This design comes from an exercise in tuning for small area and a short achievable clock period on the open sky130 flow, not from production work. Function was checked by simulation only, so behaviour that the tests miss may differ from the original. Power and IR drop assume default switching activity.

--- flow/config.mk ---
export PLATFORM = sky130hd
export DESIGN_NAME = apb_adv_timer_top
export DESIGN_NICKNAME = apb_adv_timer_top
export VERILOG_FILES = /design/flow/design.v
export SDC_FILE = /design/flow/constraint.sdc
export NUM_CORES = 4
export LEC_CHECK = 0
export CAP_MARGIN = 20
export CORE_MARGIN = 2
export CORE_UTILIZATION = 60
export CTS_CLUSTER_DIAMETER = 100
export CTS_CLUSTER_SIZE = 30
export SETUP_SLACK_MARGIN = 4.4
export SLEW_MARGIN = 20
--- flow/constraint.sdc ---
create_clock -name core_clock -period 7.0 [get_ports {clk_i}]
set_input_delay 1.4000 -clock core_clock [delete_from_list [all_inputs] [get_ports {clk_i}]]
set_output_delay 1.4000 -clock core_clock [all_outputs]
set_load 0.01 [all_outputs]
--- flow/design.v ---
`default_nettype none
package timer_pkg;
   typedef logic [15:0] cnt_t;    
   typedef logic [7:0]  presc_t;  
   typedef logic [7:0]  addr_t;
   typedef logic [31:0] data_t;
   typedef enum logic [2:0] {
      OP_SET     = 3'd0,  
      OP_TOGGLE  = 3'd1,  
      OP_CLEAR   = 3'd2,  
      OP_SET_CLR = 3'd3,  
      OP_CLR_SET = 3'd4   
   } comp_op_e;
   typedef struct packed {
      presc_t   presc;
      logic     sawtooth;   
      cnt_t     cnt_start;
      cnt_t     cnt_end;
      cnt_t     comp0;
      comp_op_e op0;
      cnt_t     comp1;
      comp_op_e op1;
   } timer_cfg_t;
   typedef struct packed {
      logic start;
      logic stop;
      logic rst;
      logic update;
   } timer_cmd_t;
   localparam int CNT_W = 16;
   localparam int CFG_W = 79;
   localparam int CMD_W = 4;
   localparam addr_t TIMER_STRIDE = 8'h20;
   localparam addr_t REG_CMD      = 8'h00;
   localparam addr_t REG_CFG      = 8'h04;  
   localparam addr_t REG_TH       = 8'h08;  
   localparam addr_t REG_CH0      = 8'h0C;  
   localparam addr_t REG_CH1      = 8'h10;
   localparam addr_t REG_COUNTER  = 8'h14;  
   localparam addr_t REG_EVENT    = 8'h80;  
   localparam int CMD_START_BIT  = 0;
   localparam int CMD_STOP_BIT   = 1;
   localparam int CMD_RST_BIT    = 2;
   localparam int CMD_UPDATE_BIT = 3;
endpackage
`default_nettype wire
`timescale 1ns/1ps
`default_nettype none
module timer_compare (
   input  logic        clk_i,
   input  logic        reset_i,
   input  logic        step_i,
   input  logic        end_i,
   input  logic [15:0] count_i,
   input  logic [15:0] comp_i,
   input  logic [2:0]  op_i,
   output logic        pwm_o
);
   logic match;
   logic end_act;
   logic pwm_q;
   assign match   = step_i && (count_i == comp_i);
   assign end_act = end_i && ((op_i == 3'd3) || (op_i == 3'd4));
   always_ff @(posedge clk_i) begin
      if (reset_i) begin
         pwm_q <= 1'b0;
      end else if (end_act) begin
         pwm_q <= (op_i == 3'd4);  
      end else if (match) begin
         case (op_i)
            3'd0:    pwm_q <= 1'b1;
            3'd1:    pwm_q <= ~pwm_q;
            3'd2:    pwm_q <= 1'b0;
            3'd3:    pwm_q <= 1'b1;
            3'd4:    pwm_q <= 1'b0;
            default: pwm_q <= pwm_q;  
         endcase
      end
   end
   assign pwm_o = pwm_q;
endmodule
`default_nettype wire
`timescale 1ns/1ps
`default_nettype none
module adv_timer (
   input  logic        clk_i,
   input  logic        reset_i,
   input  logic        rst_dly_i,   
   input  logic [7:0]  presc_i,
   input  logic        saw_i,
   input  logic [15:0] start_i,
   input  logic [15:0] end_i,
   input  logic [15:0] comp0_i,
   input  logic [2:0]  op0_i,
   input  logic [15:0] comp1_i,
   input  logic [2:0]  op1_i,
   input  logic [3:0]  cmd_i,       
   output logic [15:0] count_nxt_o,
   output logic        end_o,
   output logic [1:0]  pwm_o
);
   logic cmd_start, cmd_stop, cmd_rst, cmd_update;
   assign {cmd_update, cmd_rst, cmd_stop, cmd_start} = cmd_i;
   logic [7:0]  a_presc;
   logic        a_saw;
   logic [15:0] a_start, a_end, a_comp0, a_comp1;
   logic [2:0]  a_op0, a_op1;
   logic        a_load;
   assign a_load = cmd_update || rst_dly_i;
   always_ff @(posedge clk_i) begin
      if (a_load) begin
         a_presc <= presc_i;
         a_saw   <= saw_i;
         a_start <= start_i;
         a_comp0 <= comp0_i;
         a_op0   <= op0_i;
         a_comp1 <= comp1_i;
         a_op1   <= op1_i;
      end
   end
   always_ff @(posedge clk_i) a_end <= a_end_nxt;
   logic [7:0] a_presc_nxt;
   assign a_presc_nxt = a_load ? presc_i : a_presc;
   logic run_q, run_nxt;
   assign run_nxt = !reset_i && !cmd_stop && (cmd_start || run_q);
   always_ff @(posedge clk_i) run_q <= run_nxt;
   logic [7:0]  presc_q, presc_inc;
   logic        tick_q;
   logic [15:0] count_q;
   logic        dir_q, step_q, end_q;
   logic [7:0]  presc_nxt;
   logic        tick_nxt;
   assign presc_inc = presc_q + 8'd1;
   assign presc_nxt = (rst_dly_i || cmd_rst || (run_q && tick_q)) ? 8'd0 :
                      run_q ? presc_inc : presc_q;
   assign tick_nxt  = run_nxt && (presc_nxt >= a_presc_nxt);
   always_ff @(posedge clk_i) begin
      presc_q <= presc_nxt;
      tick_q  <= tick_nxt;
   end
   logic        a_saw_nxt;
   logic [15:0] a_end_nxt;
   logic        at_end_q, down_q;
   assign a_saw_nxt = a_load ? saw_i : a_saw;
   assign a_end_nxt = a_load ? end_i : a_end;
   logic [15:0] dstep, pm_mask, cnt_pm, cnt_base, tgt, x;
   logic        pm_at_tgt, wrap;
   logic        dir_nxt, end_nxt;
   assign dstep = count_q ^ {16{down_q}};    
   assign tgt   = down_q ? a_start : a_end;
   assign x     = count_q ^ tgt;
   always_comb begin
      pm_mask[0] = 1'b1;
      for (int i = 1; i < 16; i++) pm_mask[i] = pm_mask[i-1] && dstep[i-1];
      pm_at_tgt = x[0];
      for (int i = 1; i < 16; i++) pm_at_tgt = pm_at_tgt && (x[i] == (x[i-1] && dstep[i-1]));
   end
   assign cnt_pm = count_q ^ pm_mask;    
   assign wrap   = !down_q && at_end_q;
   assign cnt_base    = tick_q ? cnt_pm : count_q;
   assign count_nxt_o = rst_dly_i ? 16'd0 :
                        (cmd_rst || (tick_q && wrap)) ? a_start : cnt_base;
   always_comb begin
      dir_nxt = dir_q;
      if (rst_dly_i || cmd_rst) dir_nxt = 1'b0;
      else if (tick_q) begin
         if (a_saw)       dir_nxt = 1'b0;
         else if (!dir_q) dir_nxt = !at_end_q && pm_at_tgt;
         else             dir_nxt = !pm_at_tgt;
      end
   end
   assign end_nxt = !reset_i && !cmd_rst && tick_q && (down_q ? pm_at_tgt : at_end_q);
   always_ff @(posedge clk_i) begin
      count_q  <= count_nxt_o;
      dir_q    <= dir_nxt;
      down_q   <= dir_nxt && !a_saw_nxt;
      at_end_q <= (count_nxt_o == a_end_nxt);
      step_q   <= !reset_i && !cmd_rst && tick_q;
      end_q    <= end_nxt;
   end
   assign end_o = end_q;
   timer_compare u_cmp0 (
      .clk_i   (clk_i),
      .reset_i (reset_i),
      .step_i  (step_q),
      .end_i   (end_q),
      .count_i (count_q),
      .comp_i  (a_comp0),
      .op_i    (a_op0),
      .pwm_o   (pwm_o[0])
   );
   timer_compare u_cmp1 (
      .clk_i   (clk_i),
      .reset_i (reset_i),
      .step_i  (step_q),
      .end_i   (end_q),
      .count_i (count_q),
      .comp_i  (a_comp1),
      .op_i    (a_op1),
      .pwm_o   (pwm_o[1])
   );
endmodule
`default_nettype wire
`timescale 1ns/1ps
`default_nettype none
module apb_timer_regs #(
   parameter int NUM_TIMERS = 4
) (
   input  logic                      clk_i,
   input  logic                      reset_i,
   input  logic                      psel_i,
   input  logic                      penable_i,
   input  logic                      pwrite_i,
   input  timer_pkg::addr_t          paddr_i,
   input  timer_pkg::data_t          pwdata_i,
   output timer_pkg::data_t          prdata_o,
   output logic                      pslverr_o,
   output logic [NUM_TIMERS*8-1:0]   presc_o,
   output logic [NUM_TIMERS-1:0]     saw_o,
   output logic [NUM_TIMERS*16-1:0]  start_o,
   output logic [NUM_TIMERS*16-1:0]  end_o,
   output logic [NUM_TIMERS*16-1:0]  comp0_o,
   output logic [NUM_TIMERS*3-1:0]   op0_o,
   output logic [NUM_TIMERS*16-1:0]  comp1_o,
   output logic [NUM_TIMERS*3-1:0]   op1_o,
   output logic [NUM_TIMERS*4-1:0]   cmd_o,
   input  logic [NUM_TIMERS*16-1:0]  count_nxt_i,  
   input  logic [NUM_TIMERS-1:0]     end_i,
   output logic [NUM_TIMERS-1:0]     events_o
);
   logic [NUM_TIMERS-1:0] d_tmr;
   logic [5:0]            d_reg;    
   logic                  d_ev;
   logic                  d_ok;
   always_comb begin
      for (int i = 0; i < NUM_TIMERS; i++)
         d_tmr[i] = !paddr_i[7] && (paddr_i[6:5] == 2'(i));
      for (int r = 0; r < 6; r++)
         d_reg[r] = (paddr_i[4:0] == 5'(4 * r));
      d_ev = (paddr_i == timer_pkg::REG_EVENT);
      d_ok = (!paddr_i[7] && (|d_reg)) || d_ev;
   end
   logic [NUM_TIMERS-1:0] ws_tmr_q;
   logic [4:0]            ws_reg_q;
   logic                  ws_ev_q;
   logic                  err_q;
   logic                  setup_wr;
   assign setup_wr = psel_i && !penable_i && pwrite_i;
   always_ff @(posedge clk_i) begin
      ws_tmr_q <= d_tmr & {NUM_TIMERS{setup_wr}};
      ws_reg_q <= d_reg[4:0];
      ws_ev_q  <= d_ev && setup_wr;
      err_q    <= !d_ok;
   end
   assign pslverr_o = err_q;
   timer_pkg::data_t wd;
   assign wd = pwdata_i & {32{!reset_i}};
   logic [NUM_TIMERS-1:0] events_q;
   logic [NUM_TIMERS-1:0] ev_clr;
   assign ev_clr = (penable_i && ws_ev_q) ? pwdata_i[NUM_TIMERS-1:0] : '0;
   logic [NUM_TIMERS-1:0] cmd_sel_q;
   logic [3:0]            cmd_dat_q;
   always_ff @(posedge clk_i) cmd_dat_q <= pwdata_i[3:0];
   for (genvar i = 0; i < NUM_TIMERS; i++) begin : gen_reg
      logic wr;
      assign wr = penable_i && ws_tmr_q[i];
      always_ff @(posedge clk_i) begin
         if (reset_i || (wr && ws_reg_q[1])) begin
            presc_o[8*i +: 8] <= wd[7:0];
            saw_o[i]          <= wd[8];
         end
         if (reset_i || (wr && ws_reg_q[2])) begin
            start_o[16*i +: 16] <= wd[15:0];
            end_o[16*i +: 16]   <= wd[31:16];
         end
         if (reset_i || (wr && ws_reg_q[3])) begin
            comp0_o[16*i +: 16] <= wd[15:0];
            op0_o[3*i +: 3]     <= wd[18:16];
         end
         if (reset_i || (wr && ws_reg_q[4])) begin
            comp1_o[16*i +: 16] <= wd[15:0];
            op1_o[3*i +: 3]     <= wd[18:16];
         end
         cmd_sel_q[i] <= !reset_i && wr && ws_reg_q[0];  
      end
      assign cmd_o[4*i +: 4] = cmd_sel_q[i] ? cmd_dat_q : 4'b0;
   end
   always_ff @(posedge clk_i) begin
      if (reset_i) begin
         events_q <= '0;
      end else begin
         events_q <= (events_q & ~ev_clr) | end_i;  
      end
   end
   assign events_o = events_q;
   timer_pkg::data_t rdata;
   timer_pkg::data_t rdata_q;
   always_comb begin
      rdata = '0;
      for (int i = 0; i < NUM_TIMERS; i++) begin
         if (d_tmr[i] && d_reg[1]) rdata = rdata | {23'b0, saw_o[i], presc_o[8*i +: 8]};
         if (d_tmr[i] && d_reg[2]) rdata = rdata | {end_o[16*i +: 16], start_o[16*i +: 16]};
         if (d_tmr[i] && d_reg[3]) rdata = rdata | {13'b0, op0_o[3*i +: 3], comp0_o[16*i +: 16]};
         if (d_tmr[i] && d_reg[4]) rdata = rdata | {13'b0, op1_o[3*i +: 3], comp1_o[16*i +: 16]};
         if (d_tmr[i] && d_reg[5]) rdata = rdata | {16'b0, count_nxt_i[16*i +: 16]};
      end
      if (d_ev) rdata = rdata | 32'(events_q | end_i);
   end
   always_ff @(posedge clk_i) begin
      rdata_q <= rdata;
   end
   assign prdata_o = rdata_q;
endmodule
`default_nettype wire
`timescale 1ns/1ps
`default_nettype none
module apb_adv_timer_top #(
   parameter int NUM_TIMERS = 4
) (
   input  logic                    clk_i,
   input  logic                    reset_i,
   input  logic                    psel_i,
   input  logic                    penable_i,
   input  logic                    pwrite_i,
   input  timer_pkg::addr_t        paddr_i,
   input  timer_pkg::data_t        pwdata_i,
   output timer_pkg::data_t        prdata_o,
   output logic                    pslverr_o,
   output logic [2*NUM_TIMERS-1:0] pwm_o,     
   output logic [NUM_TIMERS-1:0]   events_o
);
   logic [NUM_TIMERS*8-1:0]  presc;
   logic [NUM_TIMERS-1:0]    saw;
   logic [NUM_TIMERS*16-1:0] cstart, cend, comp0, comp1, count_nxt;
   logic [NUM_TIMERS*3-1:0]  op0, op1;
   logic [NUM_TIMERS*4-1:0]  cmd;
   logic [NUM_TIMERS-1:0]    tmr_end;
   logic                     rst_dly_q;
   always_ff @(posedge clk_i) rst_dly_q <= reset_i;
   apb_timer_regs #(
      .NUM_TIMERS (NUM_TIMERS)
   ) u_regs (
      .clk_i       (clk_i),
      .reset_i     (reset_i),
      .psel_i      (psel_i),
      .penable_i   (penable_i),
      .pwrite_i    (pwrite_i),
      .paddr_i     (paddr_i),
      .pwdata_i    (pwdata_i),
      .prdata_o    (prdata_o),
      .pslverr_o   (pslverr_o),
      .presc_o     (presc),
      .saw_o       (saw),
      .start_o     (cstart),
      .end_o       (cend),
      .comp0_o     (comp0),
      .op0_o       (op0),
      .comp1_o     (comp1),
      .op1_o       (op1),
      .cmd_o       (cmd),
      .count_nxt_i (count_nxt),
      .end_i       (tmr_end),
      .events_o    (events_o)
   );
   for (genvar i = 0; i < NUM_TIMERS; i++) begin : gen_timer
      adv_timer u_tim (
         .clk_i       (clk_i),
         .reset_i     (reset_i),
         .rst_dly_i   (rst_dly_q),
         .presc_i     (presc[8*i +: 8]),
         .saw_i       (saw[i]),
         .start_i     (cstart[16*i +: 16]),
         .end_i       (cend[16*i +: 16]),
         .comp0_i     (comp0[16*i +: 16]),
         .op0_i       (op0[3*i +: 3]),
         .comp1_i     (comp1[16*i +: 16]),
         .op1_i       (op1[3*i +: 3]),
         .cmd_i       (cmd[4*i +: 4]),
         .count_nxt_o (count_nxt[16*i +: 16]),
         .end_o       (tmr_end[i]),
         .pwm_o       (pwm_o[2*i +: 2])
      );
   end
endmodule
`default_nettype wire
--- flow/run.sh ---
#!/bin/bash
# synth_recipe.tcl (not shown) runs the flow's synth.tcl, then flattens the netlist and writes it again
# the make line also repeats each setting of config.mk as NAME=value (left out here)
make -C /OpenROAD-flow-scripts/flow DESIGN_CONFIG=/design/flow/config.mk WORK_HOME=/design/flow/orfs CLKGATE_MAP_FILE= SYNTH_SCRIPT=/design/flow/synth_recipe.tcl finish
==> flow_metrics.py, run 1 <==
metrics = {
    "run_status": {
        "run_status": "no timing/DRC/antenna violations",
    },
    "job": {
        "timing.max_cap.violations": 0,
    },
    "timing": {
        "finalWorstPathRequiredPeriod_ns": 2.881,
        "max-slew-margin-rel_pct": 11.72,
        "smallest_setup_slack_after_layout_ns": 4.119,
        "period_utilization_post_route_pct": 41.16,
        "finalSetupViolations": 0,
        "slew_violations": 0,
        "max_freq_ghz": 0.3471,
        "worst_clock_skew_on_the_final_layout_ns": 0.02453,
        "fin_setup_tns_ns": 0,
        "worst_slew_pin_slew_ns": 1.318,
        "rsz0062_at_grt": "yes",
        "number_of_hold_slack_violations_in_the_final_timing_report": 0,
    },
    "clock_tree": {
        "clock-root-buffer": "clkbuf_16",
        "cts_htree_levels": 2,
        "clkSlewWorstSetupHoldPaths_ns": 0.11,
        "worst_skew_late_latency_ns": 0.61,
        "cts_sinks": 820,
        "tritoncts": "done",
        "ctsHoldBuffers": 0,
        "cts-buffers-inserted": 36,
        "clk_path_buf_depth": 3,
    },
    "yosys": {
        "unique_masters_post_synth": 88,
        "synth-edff-count": 532,
        "post_synth.cell_area_avg_um2": 12.19,
        "main_synth_ff_type": "edfxtp_1",
        "synth_area_mm2": 0.03688,
        "postSynth.asyncResetShare_pct": 0,
        "synth-seq-cells": 820,
        "synth_sequential_area_ratio_pct": 58.94,
        "netlist_instances": 3027,
        "synth.net_count": 3108,
        "ys.warnings.count": 4,
    },
    "grt": {
        "grt_overflow_total": 0,
        "grt_start_max_net_pins": 55,
        "grtUsageTotal_pct": 42.83,
        "grt_first_pass_wirelength_um": 189800,
        "grt_pass1_vias": 25890,
        "grt_antenna_before_repair": 10,
    },
    "setup_path": {
        "cpPeakStageDelay_ns": 0.48,
        "slowest_stage": "or4b_4",
        "critical_path_required_ns": 7.52,
        "critPathArrivalTime_ns": 3.40,
        "crit_path_cell_trace": "buf_12 > or4b_4 > o22ai_4 > buf_4 > o2111ai_1 > mux2i_1 > a32oi_2 > and4b_1 > nand4b_1 > nor4b_2",
        "worst_setup_path_end_kind": "register",
        "criticalPathCategory": "reg2reg",
        "type_of_origin_of_the_critical_path": "register",
        "critical_path_peak_fanout": 13,
    },
    "pwr": {
        "pwr-share-seq_pct": 63.1,
        "power_frac_comb_pct": 9.3,
        "power.share.switching_pct": 25.94,
        "share_clk_of_total_power_pct": 27.6,
        "p_int_mw": 6.989,
        "max-vdd-ir-drop_uv": 185.9,
        "total_switching_power_mw": 2.449,
        "leakagePower_nw": 15.29,
        "p_per_area_mw_per_mm2": 217.2,
    },
    "place": {
        "place_area_mm2": 0.03872,
        "dpl_worst_slack_ns": 2.418,
        "numPortBuffers": 89,
        "hpwlAfterDp_um": 101000,
        "place_congestion": 0.9901,
    },
    "floorplanning": {
        "start_util_pct": 60.88,
        "num_io_pins": 90,
        "die_w_um": 251.9,
        "die_area_mm2": 0.06347,
        "rows": 90,
        "die_h_um": 251.9,
        "core_area_mm2": 0.06058,
    },
    "drt": {
        "detail_route.wl_per_cell_um": 34.74,
        "avgViaCountPerCell": 6.953,
        "drt.antenna.violating_nets": 0,
        "drc": 0,
        "drt_pass1_iterations": 6,
        "routed_wirelength_um": 139800,
        "vias": 27980,
        "drt_iter0_markers": 4514,
    },
    "layout": {
        "post_route_cells_drive_above_1_share_pct": 22.77,
        "design.final.nets": 3296,
        "flow.area_growth_from_synthesis_pct": 17.83,
        "nFillCells": 3885,
        "post-route-cell-area_mm2": 0.04346,
        "mostFrequentLayoutCells": "edfxtp_1, xnor2_1, dfxtp_1, buf_4, nor2_1",
        "layout.cells.most_common": "edfxtp_1",
    },
    "min_path": {
        "hold_path.class": "reg2reg",
    },
}
[logic make-up (layout without fill, tap and decap cells)]
group / count (synthesis) / count (layout) / share of synthesized area, %
adders and majority gates: 36 / 36 / 1.221
other: 0 / 1 / 0
AOI/OAI and AO/OA: 555 / 558 / 10.84
DFF: 820 / 820 / 58.94
xor gates and xnor gates: 385 / 385 / 9.142
buffers and inverters: 267 / 477 / 2.985
muxes: 178 / 178 / 5.160
and+or+nand+nor: 786 / 787 / 11.71
[power groups by stage]
stage,Clock [mW],Combinational (mW),Sequential (mW)
2_1_floorplan,0,0.536,5.79
3_3_place_gp,0,0.714,6.03
3_5_place_dp,0,0.742,6.05
4_1_cts,2.59,0.811,5.93
5_1_grt,2.76,0.928,5.96
6_report,2.60,0.879,5.95
[state kept, by name, summed over array words and instances (netlist names), 5 cells and up]
register,count
gen_timer.u_tim.a_comp0,64
u_regs.start_o,64
u_regs.op1_o,12
gen_timer.u_tim.a_comp1,64
gen_timer.u_tim.a_op1,12
u_regs.ws_reg_q,5
gen_timer.u_tim.a_presc,32
gen_timer.u_tim.presc_q,32
u_regs.end_o,64
gen_timer.u_tim.a_op0,12
gen_timer.u_tim.count_q,64
gen_timer.u_tim.a_end,64
u_regs.op0_o,12
u_regs.comp0_o,64
u_regs.presc_o,32
u_regs.rdata_q,32
gen_timer.u_tim.a_start,64
u_regs.comp1_o,64
[worst paths after layout]
| path | start | endpoint | slack [ns] | cells past startpoint |
|---|---|---|---|---|
| worst max-delay path | gen_timer[0].u_tim.down_q$_DFF_P_ | gen_timer[0].u_tim.at_end_q$_DFF_P_ | 4.12 | 10 |
| worst min-delay path | u_regs.comp0_o[17]$_DFFE_PP_ | gen_timer[1].u_tim.a_comp0[1]$_DFFE_PN_ | 0.47 | 0 |
| worst max register to register | gen_timer[0].u_tim.down_q$_DFF_P_ | gen_timer[0].u_tim.at_end_q$_DFF_P_ | 4.12 | 10 |
| worst min register to register | u_regs.comp0_o[17]$_DFFE_PP_ | gen_timer[1].u_tim.a_comp0[1]$_DFFE_PN_ | 0.47 | 0 |
[Yosys cell counts, types with 7 or more instances]
library cell	count	area share, %
nor3b_1	17	0.35
nor4_1	22	0.37
and3_1	14	0.24
nand4_1	69	1.2
a22oi_1	106	2.2
a21o_1	17	0.35
a31o_2	16	0.38
nand3_1	73	0.99
nor2_1	167	1.7
nand3b_1	17	0.35
a221oi_1	25	0.59
buf_4	9	0.18
nor2b_1	88	1.5
buf_2	40	0.54
nand2b_1	37	0.63
nand2_1	123	1.3
nand4b_1	11	0.26
a211oi_1	67	1.4
edfxtp_1	532	43
inv_1	92	0.94
mux2_2	77	2.4
clkbuf_1	102	1.0
o21ai_0	83	1.1
mux2i_1	99	2.7
xor2_1	130	3.1
a211o_1	14	0.33
and2_1	13	0.22
a311oi_1	14	0.33
a22o_1	16	0.38
ha_1	36	1.2
o31ai_1	7	0.14
a31oi_1	11	0.19
xnor2_1	255	6.1
nor3_1	47	0.64
a222oi_1	16	0.43
and4b_1	8	0.22
or3_1	19	0.32
dfxtp_1	288	16
and3b_1	11	0.26
a21oi_1	80	1.1
buf_1	22	0.22
o22ai_1	30	0.51
[critical path, delay by kind of cell, from the launching register on]
family | cells | cell delay [ns]
AO/OA/AOI/OAI | 3 | 0.54
buffers and inverters | 2 | 0.29
flip-flops | 1 | 0.41
multiplexers | 1 | 0.35
AND/OR/NAND/NOR | 4 | 1.18
[metrics by stage]
step,util [%],hold WS (ns),cells,total power [mW]
after floorplan,-,0.4204,3027,6.324
after global placement,63.80,0.4480,3771,6.748
after detailed placement,63.91,0.4460,3774,6.788
after CTS,70.03,0.4701,3974,9.334
after global routing,71.73,0.4764,4023,9.641
final,71.73,0.4724,4024,9.437
[what timing repair did]
| item | CTS | global route |
|---|---|---|
| pin swaps | 76 | 74 |
| setup endpoints to repair | 465 | 187 |
| endpoints found under the hold margin | 0 | 0 |
| gates cloned | 13 | 9 |
| resized for setup | 475 | 146 |
| setup buffers | 123 | 40 |
[metal layers]
metal | share of wire [%] | wire length [µm] | global-route usage [%] | up-vias
met3 | 12 | 17290 | 7.438 | 436
met1 | 36 | 50360 | 57.65 | 13700
met2 | 44 | 61200 | 64.78 | 2229
met5 | 0.064 | 89 | 0 | -
met4 | 7.8 | 10870 | 27.24 | 12
li1 | - | - | - | 11600
[final cells by class]
| class | instances | area (µm²) | share of cell area (%) |
|---|---|---|---|
| clock inverter | 10 | 127.6 | 0.2937 |
| timing repair buffer | 321 | 3381 | 7.779 |
| clock buffer | 54 | 1010 | 2.323 |
| inverter | 92 | 359.1 | 0.8263 |
| sequential | 820 | 21890 | 50.38 |
| multi-input combinational | 1944 | 15710 | 36.14 |
| tap | 782 | 978.4 | 2.251 |
| antenna | 1 | 2.502 | 0.005758 |
==> inputs of run 2 (changes only) <==
--- a/flow/config.mk
+++ b/flow/config.mk
@@ -10,5 +10,5 @@
 export CORE_UTILIZATION = 60
 export CTS_CLUSTER_DIAMETER = 100
-export CTS_CLUSTER_SIZE = 30
-export SETUP_SLACK_MARGIN = 4.4
+export CTS_CLUSTER_SIZE = 25
+export SETUP_SLACK_MARGIN = 4.7
 export SLEW_MARGIN = 20
==> flow_metrics.py, run 2 <==
metrics = {
    "yosys": {
        "netlist.top_cell.by_area": "edfxtp_1",
        "synth-edff-count": 532,
        "unique_masters_post_synth": 88,
        "main_synth_ff_type": "edfxtp_1",
        "synth_area_mm2": 0.03688,
        "ys.warnings.count": 4,
        "synth-seq-cells": 820,
        "post_synth.cell_area_avg_um2": 12.19,
        "synthTopCellsByArea": "edfxtp_1, dfxtp_1, xnor2_1",
        "synth_sequential_area_ratio_pct": 58.94,
        "yosysTopAreaCellShare_pct": 43.31,
        "postSynth.asyncResetShare_pct": 0,
        "yosys.cell_count.top_type": "edfxtp_1",
        "netlist_instances": 3027,
        "synth_top_cells_by_count": "edfxtp_1, dfxtp_1, xnor2_1",
        "synth.net_count": 3108,
    },
    "layout": {
        "post-route-cell-area_mm2": 0.04551,
        "multi_input_comb_area_mm2": 0.01643,
        "postLayoutCoreUtil_pct": 75.12,
        "design.final.nets": 3392,
        "flow.area_growth_from_synthesis_pct": 23.39,
        "mostFrequentLayoutCells": "edfxtp_1, xnor2_1, buf_4, dfxtp_1, nor2_1",
        "layout.cells.most_common": "edfxtp_1",
        "post_route_cells_drive_above_1_share_pct": 28.40,
        "nFillCells": 3808,
        "final-seq-area_mm2": 0.02195,
    },
    "clock_tree": {
        "ctsHoldBuffers": 0,
        "cts-buffers-inserted": 39,
        "clock-root-buffer": "clkbuf_16",
        "tritoncts": "done",
        "worst_skew_late_latency_ns": 0.63,
        "cts_sinks": 820,
        "cts_htree_levels": 2,
        "clk_path_buf_depth": 3,
        "clkSlewWorstSetupHoldPaths_ns": 0.11,
    },
    "drt": {
        "drc": 0,
        "drt_iter0_markers": 4696,
        "routed_wirelength_um": 143100,
        "drt_pass1_iterations": 6,
        "detail_route.wl_per_cell_um": 34.65,
        "drt.antenna.violating_nets": 0,
        "vias": 28560,
        "avgViaCountPerCell": 6.917,
    },
    "timing": {
        "worst_slew_pin_slew_ns": 0.9011,
        "max-slew-margin-rel_pct": 39.65,
        "slew_violations": 0,
        "period_utilization_post_route_pct": 40.67,
        "max_freq_ghz": 0.3513,
        "finalWorstPathRequiredPeriod_ns": 2.847,
        "number_of_hold_slack_violations_in_the_final_timing_report": 0,
        "finalSetupViolations": 0,
        "rsz0062_at_grt": "yes",
        "worst_clock_skew_on_the_final_layout_ns": 0.02421,
        "smallest_setup_slack_after_layout_ns": 4.153,
        "fin_setup_tns_ns": 0,
    },
    "floorplanning": {
        "start_util_pct": 60.88,
        "num_io_pins": 90,
        "die_w_um": 251.9,
        "die_h_um": 251.9,
        "core_area_mm2": 0.06058,
        "rows": 90,
        "die_area_mm2": 0.06347,
    },
    "setup_path": {
        "type_of_origin_of_the_critical_path": "register",
        "criticalPathCategory": "reg2reg",
        "worst_setup_path_end_kind": "register",
        "r2r_slack_ns": 4.15,
        "critPathArrivalTime_ns": 3.42,
        "critical_path_required_ns": 7.57,
        "critical_path_peak_fanout": 6,
    },
    "grt": {
        "grt_pass1_vias": 26810,
        "grt_first_pass_wirelength_um": 195900,
        "grtUsageTotal_pct": 44.22,
        "grt_overflow_total": 0,
        "grt_antenna_before_repair": 9,
        "grt_start_max_net_pins": 50,
    },
    "pwr": {
        "p_int_mw": 7.084,
        "share_clk_of_total_power_pct": 27.9,
        "leakagePower_nw": 16.20,
        "report.power.total_mw": 9.563,
        "total_switching_power_mw": 2.479,
        "power_frac_comb_pct": 10.0,
        "p_per_area_mw_per_mm2": 210.1,
        "power.share.switching_pct": 25.93,
        "max-vdd-ir-drop_uv": 220.3,
        "pwr-share-seq_pct": 62.1,
    },
    "place": {
        "numPortBuffers": 89,
        "place_congestion": 1.014,
        "dpl_worst_slack_ns": 2.386,
        "place_area_mm2": 0.03891,
        "hpwlAfterDp_um": 100100,
    },
    "job": {
        "timing.max_cap.violations": 0,
    },
    "min_path": {
        "hold_path.class": "reg2reg",
    },
    "run_status": {
        "run_status": "no timing/DRC/antenna violations",
    },
}
-- run 2: worst paths after layout --
path / start / endpoint / depth (start not counted)
max: gen_timer[2].u_tim.down_q$_DFF_P_ / gen_timer[2].u_tim.at_end_q$_DFF_P_ / 11
min: u_regs.comp1_o[22]$_DFFE_PP_ / gen_timer[1].u_tim.a_comp1[6]$_DFFE_PN_ / 0
max reg2reg: gen_timer[2].u_tim.down_q$_DFF_P_ / gen_timer[2].u_tim.at_end_q$_DFF_P_ / 11
min reg2reg: u_regs.comp1_o[22]$_DFFE_PP_ / gen_timer[1].u_tim.a_comp1[6]$_DFFE_PN_ / 0
-- run 2: cell type report --
class	count	share of cell area, %
antenna	5	0.02749
clock buffer	65	2.427
clock inverter	7	0.1485
inverter	92	0.8000
multi-input combinational	1946	36.10
sequential	820	48.22
tap	782	2.150
timing repair buffer	411	10.10
timing repair inverter	1	0.01649
-- run 2: critical path, cell delays in order, from the launching register on --
cell	delay, ns
dfxtp_4	0.40
buf_12	0.12
or3b_4	0.39
o32ai_4	0.31
buf_4	0.17
buf_6	0.11
nand3_2	0.12
xor2_4	0.20
o211ai_2	0.16
nand4b_1	0.14
or4_4	0.55
nor3_2	0.10
-- run 2: power groups by stage --
| stage | combinational [mW] | sequential, mW | clock, mW |
|---|---|---|---|
| global placement | 0.727 | 6.02 | 0 |
| detailed placement | 0.756 | 6.03 | 0 |
| CTS | 0.876 | 5.92 | 2.66 |
| finish | 0.955 | 5.94 | 2.67 |
| floorplan | 0.544 | 5.79 | 0 |
| global route | 1.00 | 5.95 | 2.82 |
-- run 2: logic make-up (layout without fill, tap and decap cells) --
| logic type | count (synthesis) | count (layout) | share of synthesized area (%) |
|---|---|---|---|
| buffers and inverters | 267 | 576 | 2.985 |
| flip-flops | 820 | 820 | 58.94 |
| XOR/XNOR | 385 | 385 | 9.142 |
| AO/OA/AOI/OAI | 555 | 560 | 10.84 |
| AND/OR/NAND/NOR | 786 | 787 | 11.71 |
| other | 0 | 5 | 0 |
| adder cells (fa/ha/maj) | 36 | 36 | 1.221 |
| multiplexers | 178 | 178 | 5.160 |
-- run 2: repair_timing --
item	in CTS	in global routing
setup buffers	196	74
resized for setup	698	152
setup endpoints to repair	931	563
pin swaps	153	99
cloned	21	2
-- run 2: stage by stage --
| step | instances | hold WS, ns |
|---|---|---|
| after global routing | 4125 | 0.4858 |
| after detailed placement | 3759 | 0.4358 |
| after CTS | 4048 | 0.4627 |
| after floorplan | 3027 | 0.4204 |
| final | 4129 | 0.4700 |
| after global placement | 3757 | 0.4478 |
-- run 2: routing by layer --
layer	wire (µm)	up-vias	track usage [%]
met2	61370	2301	65.77
li1	-	11830	-
met5	16	-	0
met4	11760	2	27.95
met1	50540	13960	58.99
met3	19380	475	9.987
==> inputs of run 3 (changes only) <==
--- a/flow/config.mk
+++ b/flow/config.mk
@@ -8,7 +8,7 @@
 export CAP_MARGIN = 20
 export CORE_MARGIN = 2
-export CORE_UTILIZATION = 60
+export CORE_UTILIZATION = 66
 export CTS_CLUSTER_DIAMETER = 100
 export CTS_CLUSTER_SIZE = 25
-export SETUP_SLACK_MARGIN = 4.7
+export SETUP_SLACK_MARGIN = 4.4
 export SLEW_MARGIN = 20
==> flow_metrics.py, run 3 <==
metrics = {
    "run_status": {
        "run_status": "no timing/DRC/antenna violations",
    },
    "drt": {
        "drc": 0,
        "drt.antenna.violating_nets": 0,
        "avgViaCountPerCell": 7.223,
        "drt_pass1_iterations": 7,
        "drt_iter0_markers": 5175,
        "routed_wirelength_um": 143200,
        "detail_route.wl_per_cell_um": 35.62,
        "vias": 29030,
    },
    "clock_tree": {
        "worst_skew_late_latency_ns": 0.63,
        "clkSlewWorstSetupHoldPaths_ns": 0.10,
        "ctsHoldBuffers": 0,
        "cts-buffers-inserted": 39,
        "tritoncts": "done",
        "clk_path_buf_depth": 3,
        "cts_htree_levels": 2,
        "cts_sinks": 820,
        "clock-root-buffer": "clkbuf_16",
    },
    "timing": {
        "period_utilization_post_route_pct": 41.49,
        "slew_violations": 0,
        "rsz0062_at_grt": "yes",
        "worst_clock_skew_on_the_final_layout_ns": 0.03636,
        "worst_slew_pin_slew_ns": 1.270,
        "max_freq_ghz": 0.3443,
        "number_of_hold_slack_violations_in_the_final_timing_report": 0,
        "finalSetupViolations": 0,
        "finalWorstPathRequiredPeriod_ns": 2.904,
        "fin_setup_tns_ns": 0,
        "max-slew-margin-rel_pct": 14.97,
    },
    "grt": {
        "grt_antenna_before_repair": 5,
        "grtUsageTotal_pct": 48.23,
        "grt_pass1_vias": 27300,
        "grt_start_max_net_pins": 55,
        "grt_overflow_total": 0,
        "grt_first_pass_wirelength_um": 193900,
    },
    "place": {
        "hpwlAfterDp_um": 98360,
        "place_congestion": 1.028,
        "place_area_mm2": 0.03861,
        "numPortBuffers": 89,
    },
    "layout": {
        "post-route-cell-area_mm2": 0.04372,
        "mostFrequentLayoutCells": "edfxtp_1, xnor2_1, dfxtp_1, buf_4, nor2_1",
        "design.final.nets": 3316,
        "post_route_cells_drive_above_1_share_pct": 23.61,
        "flow.area_growth_from_synthesis_pct": 18.52,
        "layout.cells.most_common": "edfxtp_1",
    },
    "floorplanning": {
        "core_area_mm2": 0.05520,
        "die_w_um": 240.4,
        "die_h_um": 240.4,
        "die_area_mm2": 0.05779,
        "num_io_pins": 90,
        "rows": 86,
        "start_util_pct": 66.82,
    },
    "setup_path": {
        "cpPeakStageDelay_ns": 0.49,
        "crit_path_cell_trace": "or3_1 > o32ai_1 > nand3_4 > xor2_2 > o211ai_2 > nand4b_1 > or4_4 > nor3_2",
        "critical_path_required_ns": 7.54,
        "criticalPathCategory": "reg2reg",
        "critical_path_peak_fanout": 10,
        "critPathArrivalTime_ns": 3.44,
        "slowest_stage": "dfxtp_1",
        "type_of_origin_of_the_critical_path": "register",
        "worst_setup_path_end_kind": "register",
    },
    "yosys": {
        "adder_cell_area_share_of_the_yosys_netlist_pct": 1.221,
        "netlist.top_cell.by_area": "edfxtp_1",
        "yosys.cell_count.top_type": "edfxtp_1",
        "ys.warnings.count": 4,
        "synth_top_cells_by_count": "edfxtp_1, dfxtp_1, xnor2_1",
        "netlist_instances": 3027,
        "synth_compound_gate_area_share_pct": 10.84,
        "synth_xor_area_share_pct": 9.142,
        "synth_simple_gate_area_share_pct": 11.71,
        "synthTopCellsByArea": "edfxtp_1, dfxtp_1, xnor2_1",
        "synth.net_count": 3108,
        "dominant_combinational_cell_family_by_area_after_synthesis": "simple AND/OR/NAND/NOR gates",
        "postSynth.asyncResetShare_pct": 0,
        "synth-seq-cells": 820,
        "yosysTopAreaCellShare_pct": 43.31,
        "main_synth_ff_type": "edfxtp_1",
        "post_synth_mux_area_share_pct": 5.160,
        "post_synth.cell_area_avg_um2": 12.19,
        "unique_masters_post_synth": 88,
        "synth_area_mm2": 0.03688,
        "synth_sequential_area_ratio_pct": 58.94,
        "synth-edff-count": 532,
    },
    "pwr": {
        "max-vdd-ir-drop_uv": 251.1,
        "p_per_area_mw_per_mm2": 217.3,
        "leakagePower_nw": 15.44,
    },
    "min_path": {
        "hold_path.class": "reg2reg",
    },
    "job": {
        "timing.max_cap.violations": 0,
    },
}
## run 3: changes by cell type in the layout (fill, tap and decap cells not counted), moves of 18 or more
cell	delta
buf_6	-58
buf_4	-26
buf_12	-23
buf_2	+20
a22oi_1	+18
a22oi_2	-18
## run 3: metal layers
metal / vias up / GRT usage, % / wire length, µm
met3: 706 / 12.39 / 21140
met2: 2726 / 72.04 / 61310
met5: - / 0 / 39
li1: 11650 / - / -
met4: 6 / 33.99 / 13260
met1: 13940 / 61.68 / 47410
## run 3: critical path: cells and delay by family, from the launching register on
kind | cells | cell delay (ns)
AO/OA/AOI/OAI | 2 | 0.74
XOR/XNOR | 1 | 0.18
flip-flops | 1 | 0.49
AND/OR/NAND/NOR | 5 | 1.42
## run 3: timing repair
action,CTS,global route
gates cloned,16,7
endpoints found under the setup margin,432,328
resized for setup,498,165
setup buffers,136,47
pin swaps,94,91
## run 3: logic make-up (layout without fill, tap and decap cells)
logic type,count (synthesis),in the layout
muxes,178,178
AOI/OAI and AO/OA,555,559
DFF,820,820
other,0,5
and+or+nand+nor,786,787
xor gates and xnor gates,385,385
buffers and inverters,267,501
adders and majority gates,36,36
## run 3: area by class of cell
| type | instances | area, µm² |
|---|---|---|
| sequential | 820 | 21900 |
| multi-input combinational | 1945 | 15860 |
| fill | 3081 | 11480 |
| timing repair buffer | 337 | 3492 |
| clock buffer | 67 | 1102 |
| tap | 748 | 935.9 |
| inverter | 92 | 360.3 |
| clock inverter | 5 | 57.56 |
| antenna | 5 | 12.51 |
## run 3: report_power, final
group          internal (mW)  leakage, nW  total (mW)  switching, mW
sequential              5.55         7.57        5.96          0.415
clock                   1.10        0.554        2.65           1.55
combinational          0.376         7.31       0.882          0.507
total                   7.03         15.4        9.50           2.47
## run 3: stage by stage
| step | power [mW] | setup slack, ns | hold slack [ns] | std cells | utilization, % |
|---|---|---|---|---|---|
| 5_1_grt | 9.637 | 4.033 | 0.4807 | 4014 | 79.17 |
| 4_1_cts | 9.330 | 4.151 | 0.4553 | 3960 | 77.25 |
| 6_report | 9.498 | 4.096 | 0.4766 | 4019 | 79.20 |
| 3_3_place_gp | 6.726 | 2.604 | 0.4422 | 3736 | 69.93 |
| 3_5_place_dp | 6.775 | 2.635 | 0.4504 | 3736 | 69.95 |
| 2_1_floorplan | 6.324 | 4.124 | 0.4204 | 3027 | - |
## run 3: final timing paths
kind | from | end | slack, ns | cells past startpoint
worst max-delay path | gen_timer[2].u_tim.count_q[10]$_DFF_P_ | gen_timer[2].u_tim.at_end_q$_DFF_P_ | 4.10 | 8
worst min register to register | u_regs.comp1_o[19]$_DFFE_PP_ | gen_timer[1].u_tim.a_comp1[3]$_DFFE_PN_ | 0.48 | 0
worst min-delay path | u_regs.comp1_o[19]$_DFFE_PP_ | gen_timer[1].u_tim.a_comp1[3]$_DFFE_PN_ | 0.48 | 0
worst max register to register | gen_timer[2].u_tim.count_q[10]$_DFF_P_ | gen_timer[2].u_tim.at_end_q$_DFF_P_ | 4.10 | 8
==> inputs of run 4 (changes only) <==
--- a/flow/config.mk
+++ b/flow/config.mk
@@ -8,5 +8,5 @@
 export CAP_MARGIN = 20
 export CORE_MARGIN = 2
-export CORE_UTILIZATION = 66
+export CORE_UTILIZATION = 55
 export CTS_CLUSTER_DIAMETER = 100
 export CTS_CLUSTER_SIZE = 25
==> flow_metrics.py, run 4 <==
metrics = {
    "run_status": {
        "run_status": "no timing/DRC/antenna violations",
    },
    "setup_path": {
        "crit_buf_inv": 1,
        "crit_path_cell_trace": "buf_12 > or4b_1 > o22ai_4 > nand4_1 > xnor2_2 > a211oi_2 > xor2_1 > or4_4 > nor4b_4",
        "worst_r2r_startpoint": "gen_timer[0].u_tim.down_q$_DFF_P_",
        "slowest_stage": "or4b_1",
        "critical_path_peak_fanout": 11,
        "worst_setup_path_end_kind": "register",
        "cp-endpoint": "gen_timer[0].u_tim.at_end_q$_DFF_P_",
        "cpLargestDelayFamily": "simple AND/OR/NAND/NOR gates",
        "r2r_slack_ns": 4.09,
        "r2r_end": "gen_timer[0].u_tim.at_end_q$_DFF_P_",
        "critPathArrivalTime_ns": 3.43,
        "cp.depth": 9,
        "type_of_origin_of_the_critical_path": "register",
        "reg2regPathDepth": 9,
        "critical_path_required_ns": 7.52,
        "criticalPathCategory": "reg2reg",
        "critical_path.startpoint": "gen_timer[0].u_tim.down_q$_DFF_P_",
        "cpPeakStageDelay_ns": 0.49,
    },
    "pwr": {
        "power.share.switching_pct": 25.79,
        "power_frac_comb_pct": 9.3,
        "pwr-share-seq_pct": 62.5,
        "p_per_area_mw_per_mm2": 214.3,
        "p_int_mw": 7.063,
        "max-vdd-ir-drop_uv": 190.7,
        "share_clk_of_total_power_pct": 28.2,
        "leakagePower_nw": 15.84,
        "total_switching_power_mw": 2.455,
    },
    "grt": {
        "grtUsageTotal_pct": 40.19,
        "grt_pass1_vias": 25920,
        "grt_first_pass_wirelength_um": 195100,
        "grt_antenna_before_repair": 5,
        "grt_overflow_total": 0,
        "grt_start_max_net_pins": 55,
    },
    "timing": {
        "worst_slew_pin_slew_ns": 1.008,
        "fin_worst_hold_slack_ns": 0.4766,
        "finalSetupViolations": 0,
        "finalWorstPathRequiredPeriod_ns": 2.912,
        "period_utilization_post_route_pct": 41.60,
        "rsz0062_at_grt": "yes",
        "worst_clock_skew_on_the_final_layout_ns": 0.02533,
        "slew_violations": 0,
        "smallest_setup_slack_after_layout_ns": 4.088,
        "fin_setup_tns_ns": 0,
        "max_freq_ghz": 0.3434,
        "number_of_hold_slack_violations_in_the_final_timing_report": 0,
        "max-slew-margin-rel_pct": 32.51,
    },
    "place": {
        "place_area_mm2": 0.03884,
        "numPortBuffers": 89,
        "hpwlAfterDp_um": 102600,
        "dpl_worst_slack_ns": 2.437,
        "place_congestion": 0.9840,
    },
    "yosys": {
        "synthTopCellsByArea": "edfxtp_1, dfxtp_1, xnor2_1",
        "yosys.cell_count.top_type": "edfxtp_1",
        "yosysTopAreaCellShare_pct": 43.31,
        "netlist.top_cell.by_area": "edfxtp_1",
        "postSynth.asyncResetShare_pct": 0,
        "netlist_instances": 3027,
        "ys.warnings.count": 4,
        "synth_area_mm2": 0.03688,
        "synth-seq-cells": 820,
        "post_synth.cell_area_avg_um2": 12.19,
        "synth.net_count": 3108,
        "synth_top_cells_by_count": "edfxtp_1, dfxtp_1, xnor2_1",
        "synth-edff-count": 532,
        "main_synth_ff_type": "edfxtp_1",
        "synth_sequential_area_ratio_pct": 58.94,
        "unique_masters_post_synth": 88,
    },
    "clock_tree": {
        "clock-root-buffer": "clkbuf_16",
        "clkSlewWorstSetupHoldPaths_ns": 0.10,
        "worst_skew_late_latency_ns": 0.62,
        "cts_htree_levels": 2,
        "cts_sinks": 820,
        "clk_path_buf_depth": 3,
        "ctsHoldBuffers": 0,
        "tritoncts": "done",
        "cts-buffers-inserted": 39,
    },
    "layout": {
        "postLayoutCoreUtil_pct": 67.20,
        "nFillCells": 4781,
        "post_route_cells_drive_above_1_share_pct": 25.35,
        "post-route-cell-area_mm2": 0.04442,
        "mostFrequentLayoutCells": "edfxtp_1, xnor2_1, buf_4, dfxtp_1, nor2_1",
        "design.final.nets": 3369,
        "layout.cells.most_common": "edfxtp_1",
        "flow.area_growth_from_synthesis_pct": 20.42,
    },
    "drt": {
        "drt_pass1_iterations": 5,
        "avgViaCountPerCell": 6.690,
        "drt.antenna.violating_nets": 0,
        "drc": 0,
        "drt_iter0_markers": 4330,
        "detail_route.wl_per_cell_um": 34.57,
        "vias": 28000,
        "routed_wirelength_um": 144700,
    },
    "floorplanning": {
        "die_w_um": 263.0,
        "core_area_mm2": 0.06610,
        "rows": 94,
        "die_h_um": 263.0,
        "die_area_mm2": 0.06915,
        "num_io_pins": 90,
        "start_util_pct": 55.80,
    },
    "min_path": {
        "hold_path.class": "reg2reg",
    },
    "job": {
        "timing.max_cap.violations": 0,
    },
}
==> run 4: cell counts after synthesis <==
Identical to the previous run, type by type.
==> run 4: area by class of cell <==
type	count	area (µm²)	area share (%)
inverter	92	355.3	0.8000
antenna	4	10.01	0.02254
multi-input combinational	1945	15890	35.79
tap	864	1081	2.434
clock inverter	5	55.05	0.1240
timing repair buffer	390	3990	8.984
clock buffer	66	1129	2.541
sequential	820	21900	49.31
==> run 4: how the worst min path moves through the flow <==
stage	start	endpoint	slack (ns)	cells past startpoint
floorplan	u_regs.comp1_o[22]$_DFFE_PP_	gen_timer[1].u_tim.a_comp1[6]$_DFFE_PN_	0.42	0
global placement	u_regs.comp0_o[27]$_DFFE_PP_	gen_timer[1].u_tim.a_comp0[11]$_DFFE_PN_	0.44	0
detailed placement	u_regs.comp0_o[11]$_DFFE_PP_	gen_timer[0].u_tim.a_comp0[11]$_DFFE_PN_	0.44	0
CTS	u_regs.comp0_o[11]$_DFFE_PP_	gen_timer[0].u_tim.a_comp0[11]$_DFFE_PN_	0.47	0
global route	u_regs.start_o[15]$_DFFE_PP_	gen_timer[0].u_tim.a_start[15]$_DFFE_PN_	0.48	0
finish	u_regs.comp0_o[27]$_DFFE_PP_	gen_timer[1].u_tim.a_comp0[11]$_DFFE_PN_	0.48	0
==> run 4: timing repair <==
action | in CTS | in global routing
buffers inserted | 139 | 88
resized for setup | 514 | 190
setup endpoints to repair | 411 | 138
pin swaps | 103 | 116
gates cloned | 20 | 4
==> run 4: power by group through the flow <==
stage | Sequential, mW | Clock, mW | Combinational (mW)
final | 5.95 | 2.68 | 0.887
after global routing | 5.96 | 2.84 | 0.936
after global placement | 6.04 | 0 | 0.722
after detailed placement | 6.05 | 0 | 0.749
after CTS | 5.93 | 2.69 | 0.823
after floorplan | 5.79 | 0 | 0.536
==> run 4: kinds of logic after synthesis <==
logic type | Yosys count | synth area share (%)
AND/OR/NAND/NOR | 786 | 11.71
multiplexers | 178 | 5.160
adder cells (fa/ha/maj) | 36 | 1.221
XOR/XNOR | 385 | 9.142
flip-flops | 820 | 58.94
buffers and inverters | 267 | 2.985
AO/OA/AOI/OAI | 555 | 10.84
==> run 4: per-layer routing <==
| metal | track usage (%) | vias up | part of all wire, % |
|---|---|---|---|
| met2 | 59.82 | 1970 | 43 |
| met3 | 7.609 | 373 | 12 |
| li1 | - | 11760 | - |
| met1 | 54.41 | 13890 | 37 |
| met5 | 0 | - | 0.026 |
| met4 | 25.42 | 6 | 7.6 |
==> run 4: through the flow <==
step | instances | power [mW]
2_1_floorplan | 3027 | 6.324
3_3_place_gp | 3857 | 6.758
3_5_place_dp | 3860 | 6.795
4_1_cts | 4090 | 9.439
5_1_grt | 4182 | 9.738
6_report | 4186 | 9.518
==> inputs of run 5 (changes only) <==
--- a/flow/config.mk
+++ b/flow/config.mk
@@ -8,5 +8,5 @@
 export CAP_MARGIN = 20
 export CORE_MARGIN = 2
-export CORE_UTILIZATION = 55
+export CORE_UTILIZATION = 60
 export CTS_CLUSTER_DIAMETER = 100
 export CTS_CLUSTER_SIZE = 25
==> flow_metrics.py, run 5 <==
metrics = {
    "setup_path": {
        "criticalPathCategory": "reg2reg",
        "worst_setup_path_end_kind": "register",
        "critical_path_required_ns": 7.51,
        "slowest_stage": "or3_1",
        "cpLargestDelayFamily": "simple AND/OR/NAND/NOR gates",
        "crit_path_cell_trace": "buf_12 > nand2b_2 > o32a_1 > or3_1 > a311oi_4 > xnor2_1 > and4b_1 > nand4b_1 > nor4b_2",
        "crit_buf_inv": 1,
        "critical_path_peak_fanout": 26,
        "cpPeakStageDelay_ns": 0.42,
        "type_of_origin_of_the_critical_path": "register",
        "critPathArrivalTime_ns": 3.36,
    },
    "clock_tree": {
        "clock-root-buffer": "clkbuf_16",
        "cts_htree_levels": 2,
        "tritoncts": "done",
        "cts_sinks": 820,
        "worst_skew_late_latency_ns": 0.62,
        "clk_path_buf_depth": 3,
        "clkSlewWorstSetupHoldPaths_ns": 0.10,
        "cts-buffers-inserted": 40,
    },
    "timing": {
        "worst_slew_pin_slew_ns": 1.309,
        "number_of_hold_slack_violations_in_the_final_timing_report": 0,
        "smallest_setup_slack_after_layout_ns": 4.159,
        "max-slew-margin-rel_pct": 12.35,
        "fin_setup_tns_ns": 0,
        "rsz0062_at_grt": "yes",
        "max_freq_ghz": 0.3519,
        "finalSetupViolations": 0,
        "finalWorstPathRequiredPeriod_ns": 2.841,
        "period_utilization_post_route_pct": 40.59,
        "slew_violations": 0,
        "worst_clock_skew_on_the_final_layout_ns": 0.02647,
        "fin_worst_hold_slack_ns": 0.4578,
    },
    "yosys": {
        "netlist.top_cell.by_area": "edfxtp_1",
        "synth_sequential_area_ratio_pct": 58.94,
        "yosysTopAreaCellShare_pct": 43.31,
        "synth-seq-cells": 820,
        "main_synth_ff_type": "edfxtp_1",
        "unique_masters_post_synth": 88,
        "postSynth.asyncResetShare_pct": 0,
        "ys.warnings.count": 4,
        "post_synth.cell_area_avg_um2": 12.19,
        "synth_area_mm2": 0.03688,
        "synth_top_cells_by_count": "edfxtp_1, dfxtp_1, xnor2_1",
        "synth-edff-count": 532,
        "netlist_instances": 3027,
        "yosys.cell_count.top_type": "edfxtp_1",
        "synthTopCellsByArea": "edfxtp_1, dfxtp_1, xnor2_1",
        "synth.net_count": 3108,
    },
    "grt": {
        "grt_overflow_total": 0,
        "grt_start_max_net_pins": 55,
        "grt_first_pass_wirelength_um": 190300,
        "grt_antenna_before_repair": 10,
        "grtUsageTotal_pct": 43.04,
        "grt_pass1_vias": 25870,
    },
    "drt": {
        "vias": 27860,
        "routed_wirelength_um": 139500,
        "drt_iter0_markers": 4614,
        "drt_pass1_iterations": 7,
        "drc": 0,
        "avgViaCountPerCell": 6.905,
        "detail_route.wl_per_cell_um": 34.59,
        "drt.antenna.violating_nets": 0,
    },
    "layout": {
        "nFillCells": 3934,
        "flow.area_growth_from_synthesis_pct": 17.85,
        "mostFrequentLayoutCells": "edfxtp_1, xnor2_1, dfxtp_1, buf_4, nor2_1",
        "design.final.nets": 3301,
        "layout.cells.most_common": "edfxtp_1",
        "final-seq-area_mm2": 0.02188,
        "post-route-cell-area_mm2": 0.04347,
        "multi_input_comb_area_mm2": 0.01560,
        "post_route_cells_drive_above_1_share_pct": 22.40,
    },
    "pwr": {
        "power_frac_comb_pct": 9.1,
        "max-vdd-ir-drop_uv": 198.4,
        "pwr-share-seq_pct": 62.2,
        "report.power.total_mw": 9.577,
        "power.share.switching_pct": 25.64,
        "leakagePower_nw": 15.32,
        "p_int_mw": 7.122,
        "total_switching_power_mw": 2.455,
        "p_per_area_mw_per_mm2": 220.3,
        "share_clk_of_total_power_pct": 28.7,
    },
    "place": {
        "place_congestion": 0.9901,
        "place_area_mm2": 0.03872,
        "dpl_worst_slack_ns": 2.418,
        "numPortBuffers": 89,
        "hpwlAfterDp_um": 101000,
    },
    "floorplanning": {
        "die_h_um": 251.9,
        "rows": 90,
        "start_util_pct": 60.88,
        "core_area_mm2": 0.06058,
        "die_w_um": 251.9,
        "die_area_mm2": 0.06347,
        "num_io_pins": 90,
    },
    "min_path": {
        "hold_path.class": "reg2reg",
    },
    "job": {
        "timing.max_cap.violations": 0,
    },
    "run_status": {
        "run_status": "no timing/DRC/antenna violations",
    },
}
[run 5: cell counts after synthesis]
No cell type changed its count.
[run 5: layout make-up]
class / count / share of cell area (%)
flip-flops and latches: 820 / 50.34
multi-input cells: 1942 / 35.88
repair buffers: 324 / 7.850
clock buffers: 66 / 2.625
well taps: 782 / 2.251
inverters: 92 / 0.8405
clock inverters: 6 / 0.1986
diodes: 2 / 0.01151
[run 5: logic make-up after synthesis]
family | synth area share (%)
compound gates | 10.84
simple gates | 11.71
buf+inv | 2.985
mux | 5.160
fa+ha+maj | 1.221
flops | 58.94
xor+xnor | 9.142
[run 5: worst reg2reg max path, cell delays in order (launching register included)]
cell and delay [ns]:
dfxtp_2 0.39, buf_12 0.20, nand2b_2 0.13, o32a_1 0.41, or3_1 0.42, a311oi_4 0.39
xnor2_1 0.18, and4b_1 0.21, nand4b_1 0.11, nor4b_2 0.32
[run 5: power groups by stage]
stage	sequential (mW)	clock (mW)	combinational [mW]
floorplan	5.79	0	0.536
global placement	6.03	0	0.714
detailed placement	6.05	0	0.742
CTS	5.93	2.73	0.819
global route	5.96	2.89	0.925
finish	5.95	2.75	0.876
[run 5: final timing paths]
kind | start | endpoint | slack, ns | depth (start not counted)
max | gen_timer[0].u_tim.down_q$_DFF_P_ | gen_timer[0].u_tim.at_end_q$_DFF_P_ | 4.16 | 9
min | u_regs.comp0_o[17]$_DFFE_PP_ | gen_timer[1].u_tim.a_comp0[1]$_DFFE_PN_ | 0.46 | 0
max reg2reg | gen_timer[0].u_tim.down_q$_DFF_P_ | gen_timer[0].u_tim.at_end_q$_DFF_P_ | 4.16 | 9
min reg2reg | u_regs.comp0_o[17]$_DFFE_PP_ | gen_timer[1].u_tim.a_comp0[1]$_DFFE_PN_ | 0.46 | 0
[run 5: per-layer routing]
metal / share of wire, % / track usage [%]
met3: 13 / 8.191
met5: 0.034 / 0
met1: 36 / 57.83
met4: 7.7 / 25.73
met2: 44 / 65.42
[run 5: repair_timing]
action,CTS,global route
gates resized for setup,463,140
setup buffers,118,50
endpoints found under the setup margin,465,173
hold buffers,0,0
pin swaps,83,78
cloned,14,4
[run 5: through the flow]
stage | cells | utilization [%]
after global placement | 3771 | 63.80
after detailed placement | 3774 | 63.91
final | 4034 | 71.75
after CTS | 3978 | 70.10
after global routing | 4032 | 71.74
after floorplan | 3027 | -
==> inputs of run 6 (changes only) <==
--- a/flow/config.mk
+++ b/flow/config.mk
@@ -11,4 +11,5 @@
 export CTS_CLUSTER_DIAMETER = 100
 export CTS_CLUSTER_SIZE = 25
+export PLACE_DENSITY = 0.72
 export SETUP_SLACK_MARGIN = 4.4
 export SLEW_MARGIN = 20
==> flow_metrics.py, run 6 <==
metrics = {
    "yosys": {
        "synth-edff-count": 532,
        "synth_sequential_area_ratio_pct": 58.94,
        "netlist_instances": 3027,
        "netlist.top_cell.by_area": "edfxtp_1",
        "yosysTopAreaCellShare_pct": 43.31,
        "synthTopCellsByArea": "edfxtp_1, dfxtp_1, xnor2_1",
        "synth_area_mm2": 0.03688,
        "synth_top_cells_by_count": "edfxtp_1, dfxtp_1, xnor2_1",
        "unique_masters_post_synth": 88,
        "post_synth.cell_area_avg_um2": 12.19,
        "main_synth_ff_type": "edfxtp_1",
        "yosys.cell_count.top_type": "edfxtp_1",
        "synth-seq-cells": 820,
        "synth.net_count": 3108,
        "ys.warnings.count": 4,
        "postSynth.asyncResetShare_pct": 0,
    },
    "layout": {
        "design.final.nets": 3362,
        "multi_input_comb_area_mm2": 0.01596,
        "layout.cells.most_common": "edfxtp_1",
        "post_route_cells_drive_above_1_share_pct": 25.10,
        "mostFrequentLayoutCells": "edfxtp_1, xnor2_1, buf_4, dfxtp_1, nor2_1",
        "final-seq-area_mm2": 0.02191,
        "nFillCells": 3909,
        "flow.area_growth_from_synthesis_pct": 19.79,
        "post-route-cell-area_mm2": 0.04418,
    },
    "floorplanning": {
        "num_io_pins": 90,
        "die_h_um": 251.9,
        "rows": 90,
        "core_area_mm2": 0.06058,
        "die_w_um": 251.9,
        "start_util_pct": 60.88,
        "die_area_mm2": 0.06347,
    },
    "clock_tree": {
        "ctsHoldBuffers": 0,
        "clock-root-buffer": "clkbuf_16",
        "cts_htree_levels": 2,
        "clk_path_buf_depth": 3,
        "worst_skew_late_latency_ns": 0.62,
        "clkSlewWorstSetupHoldPaths_ns": 0.11,
        "cts_sinks": 820,
        "tritoncts": "done",
        "cts-buffers-inserted": 39,
    },
    "timing": {
        "worst_slew_pin_slew_ns": 1.065,
        "max-slew-margin-rel_pct": 28.66,
        "max_freq_ghz": 0.3399,
        "fin_worst_hold_slack_ns": 0.4662,
        "slew_violations": 0,
        "period_utilization_post_route_pct": 42.03,
        "worst_clock_skew_on_the_final_layout_ns": 0.02557,
        "smallest_setup_slack_after_layout_ns": 4.058,
        "fin_setup_tns_ns": 0,
        "number_of_hold_slack_violations_in_the_final_timing_report": 0,
        "rsz0062_at_grt": "yes",
        "finalWorstPathRequiredPeriod_ns": 2.942,
        "finalSetupViolations": 0,
    },
    "drt": {
        "avgViaCountPerCell": 6.886,
        "routed_wirelength_um": 142000,
        "detail_route.wl_per_cell_um": 34.67,
        "vias": 28200,
        "drt_iter0_markers": 4222,
        "drc": 0,
        "drt.antenna.violating_nets": 0,
        "drt_pass1_iterations": 6,
    },
    "run_status": {
        "run_status": "no timing/DRC/antenna violations",
    },
    "setup_path": {
        "critical_path_required_ns": 7.51,
        "type_of_origin_of_the_critical_path": "register",
        "worst_r2r_startpoint": "gen_timer[3].u_tim.down_q$_DFF_P_",
        "criticalPathCategory": "reg2reg",
        "reg2regPathDepth": 10,
        "r2r_end": "gen_timer[3].u_tim.at_end_q$_DFF_P_",
        "worst_setup_path_end_kind": "register",
        "critical_path.startpoint": "gen_timer[3].u_tim.down_q$_DFF_P_",
        "r2r_slack_ns": 4.06,
        "critPathArrivalTime_ns": 3.46,
        "critical_path_peak_fanout": 8,
    },
    "grt": {
        "grt_antenna_before_repair": 5,
        "grtUsageTotal_pct": 44.09,
        "grt_start_max_net_pins": 55,
        "grt_pass1_vias": 26840,
        "grt_first_pass_wirelength_um": 195600,
        "grt_overflow_total": 0,
    },
    "min_path": {
        "hold_path.class": "reg2reg",
        "holdPathStages": 0,
        "holdPathEnd": "gen_timer[1].u_tim.a_comp0[3]$_DFFE_PN_",
        "worstHoldStart": "u_regs.comp0_o[19]$_DFFE_PP_",
    },
    "pwr": {
        "max-vdd-ir-drop_uv": 289.6,
        "p_per_area_mw_per_mm2": 215.4,
        "leakagePower_nw": 15.73,
    },
    "place": {
        "numPortBuffers": 89,
        "place_congestion": 1.018,
        "dpl_worst_slack_ns": 2.145,
        "place_area_mm2": 0.03872,
        "hpwlAfterDp_um": 100800,
    },
    "job": {
        "timing.max_cap.violations": 0,
    },
}
==> run 6: cell families (layout without fill, tap and decap cells) <==
kind of cell               after synthesis  count (layout)  share of synthesized area (%)
muxes                                  178             178                          5.160
and+or+nand+nor                        786             789                          11.71
adders and majority gates               36              36                          1.221
xor gates and xnor gates               385             385                          9.142
DFF                                    820             820                          58.94
AOI/OAI and AO/OA                      555             558                          10.84
other                                    0               3                              0
buffers and inverters                  267             545                          2.985
==> run 6: critical path, cell delays in order, from the launching register on <==
cell      delay [ns]
dfxtp_4         0.42
buf_12          0.14
or4b_4          0.49
mux2i_4         0.26
buf_4           0.17
nand3_1         0.08
xor2_1          0.17
a211oi_2        0.44
xor2_1          0.14
nor3_1          0.23
nor4bb_2        0.27
==> run 6: area by class of cell <==
type                    count  share of cell area [%]
diodes                      3                 0.01699
clock buffers              65                   2.478
clock inverters             6                  0.1473
inverters                  92                  0.7957
multi-input cells        1946                   36.11
flip-flops and latches    820                   49.60
well taps                 782                   2.214
repair buffers            382                   8.637
==> run 6: per-layer routing <==
| layer | track usage (%) | routed length, µm | share of wire [%] | vias up |
|---|---|---|---|---|
| met5 | 0 | 0 | 0 | - |
| met4 | 27.13 | 11100 | 7.8 | 0 |
| met3 | 8.769 | 17850 | 13 | 468 |
| met2 | 66.25 | 61740 | 43 | 2223 |
| met1 | 59.35 | 51340 | 36 | 13780 |
| li1 | - | - | - | 11740 |
==> run 6: how the worst max path moves through the flow <==
| stage | endpoint | slack, ns | depth (start not counted) |
|---|---|---|---|
| detailed placement | u_regs.rdata_q[12]$_DFF_P_ | 2.15 | 8 |
| finish | gen_timer[3].u_tim.at_end_q$_DFF_P_ | 4.06 | 10 |
| global placement | u_regs.rdata_q[0]$_DFF_P_ | 1.93 | 7 |
| global route | gen_timer[3].u_tim.at_end_q$_DFF_P_ | 4.04 | 10 |
| CTS | gen_timer[3].u_tim.at_end_q$_DFF_P_ | 4.16 | 10 |
| floorplan | u_regs.rdata_q[5]$_DFF_P_ | 4.12 | 8 |
==> run 6: timing repair <==
item	CTS	global route
pin swaps	107	86
endpoints found under the setup margin	592	225
gates cloned	17	0
gates resized for setup	535	171
setup buffers	186	47
==> run 6: stage by stage <==
| stage | std cells | power, mW | util [%] |
|---|---|---|---|
| finish | 4096 | 9.518 | 72.93 |
| CTS | 4046 | 9.402 | 71.26 |
| floorplan | 3027 | 6.324 | - |
| global placement | 3768 | 6.741 | 63.78 |
| detailed placement | 3772 | 6.782 | 63.92 |
| global route | 4093 | 9.689 | 72.92 |
==> run 6: power by group <==
part           switching [mW]  internal, mW  leakage (nW)
sequential              0.395          5.54          7.57
clock                    1.57          1.10         0.546
combinational           0.507         0.399          7.61

[re-timing with driven ports]
The flow's constraints put no driver on any port. The routed layouts listed below were extracted and timed again, unchanged, in two steps.
Step 1: set_driving_cell puts a clkbuf_16 on clk_i and a buf_2 on each other input, an assumption about the parent block.
Step 2 adds t to the input delays and takes it off the output delays; t is the mean of the earliest and latest rising clock arrival at the registers after step 1. Input paths then give back, and output paths get back, about the clock's delay inside the block.
Three values: ideal ports, drivers, drivers and shift; two values: the first two.
run	t, ns	setup WS [ns]	worst setup path at the end	slew at the worst register clock pin (ns)
run 1	0.663	4.119 / 4.119 / 3.611	input to register	0.12 / 0.12
run 2	0.684	4.153 / 4.153 / 3.502	input to register	0.11 / 0.11
run 3	0.684	4.096 / 4.096 / 3.624	input to register	0.11 / 0.11
run 4	0.677	4.088 / 4.088 / 3.551	input to register	0.11 / 0.11
run 5	0.669	4.159 / 4.159 / 3.582	input to register	0.11 / 0.11
run 6	0.674	4.058 / 4.058 / 3.554	input to register	0.11 / 0.11
After both steps setup and hold are still met in every run listed. The setup slack of run 2, which loses most, moves by 0.000 ns with the drivers and by -0.651 ns with both steps.
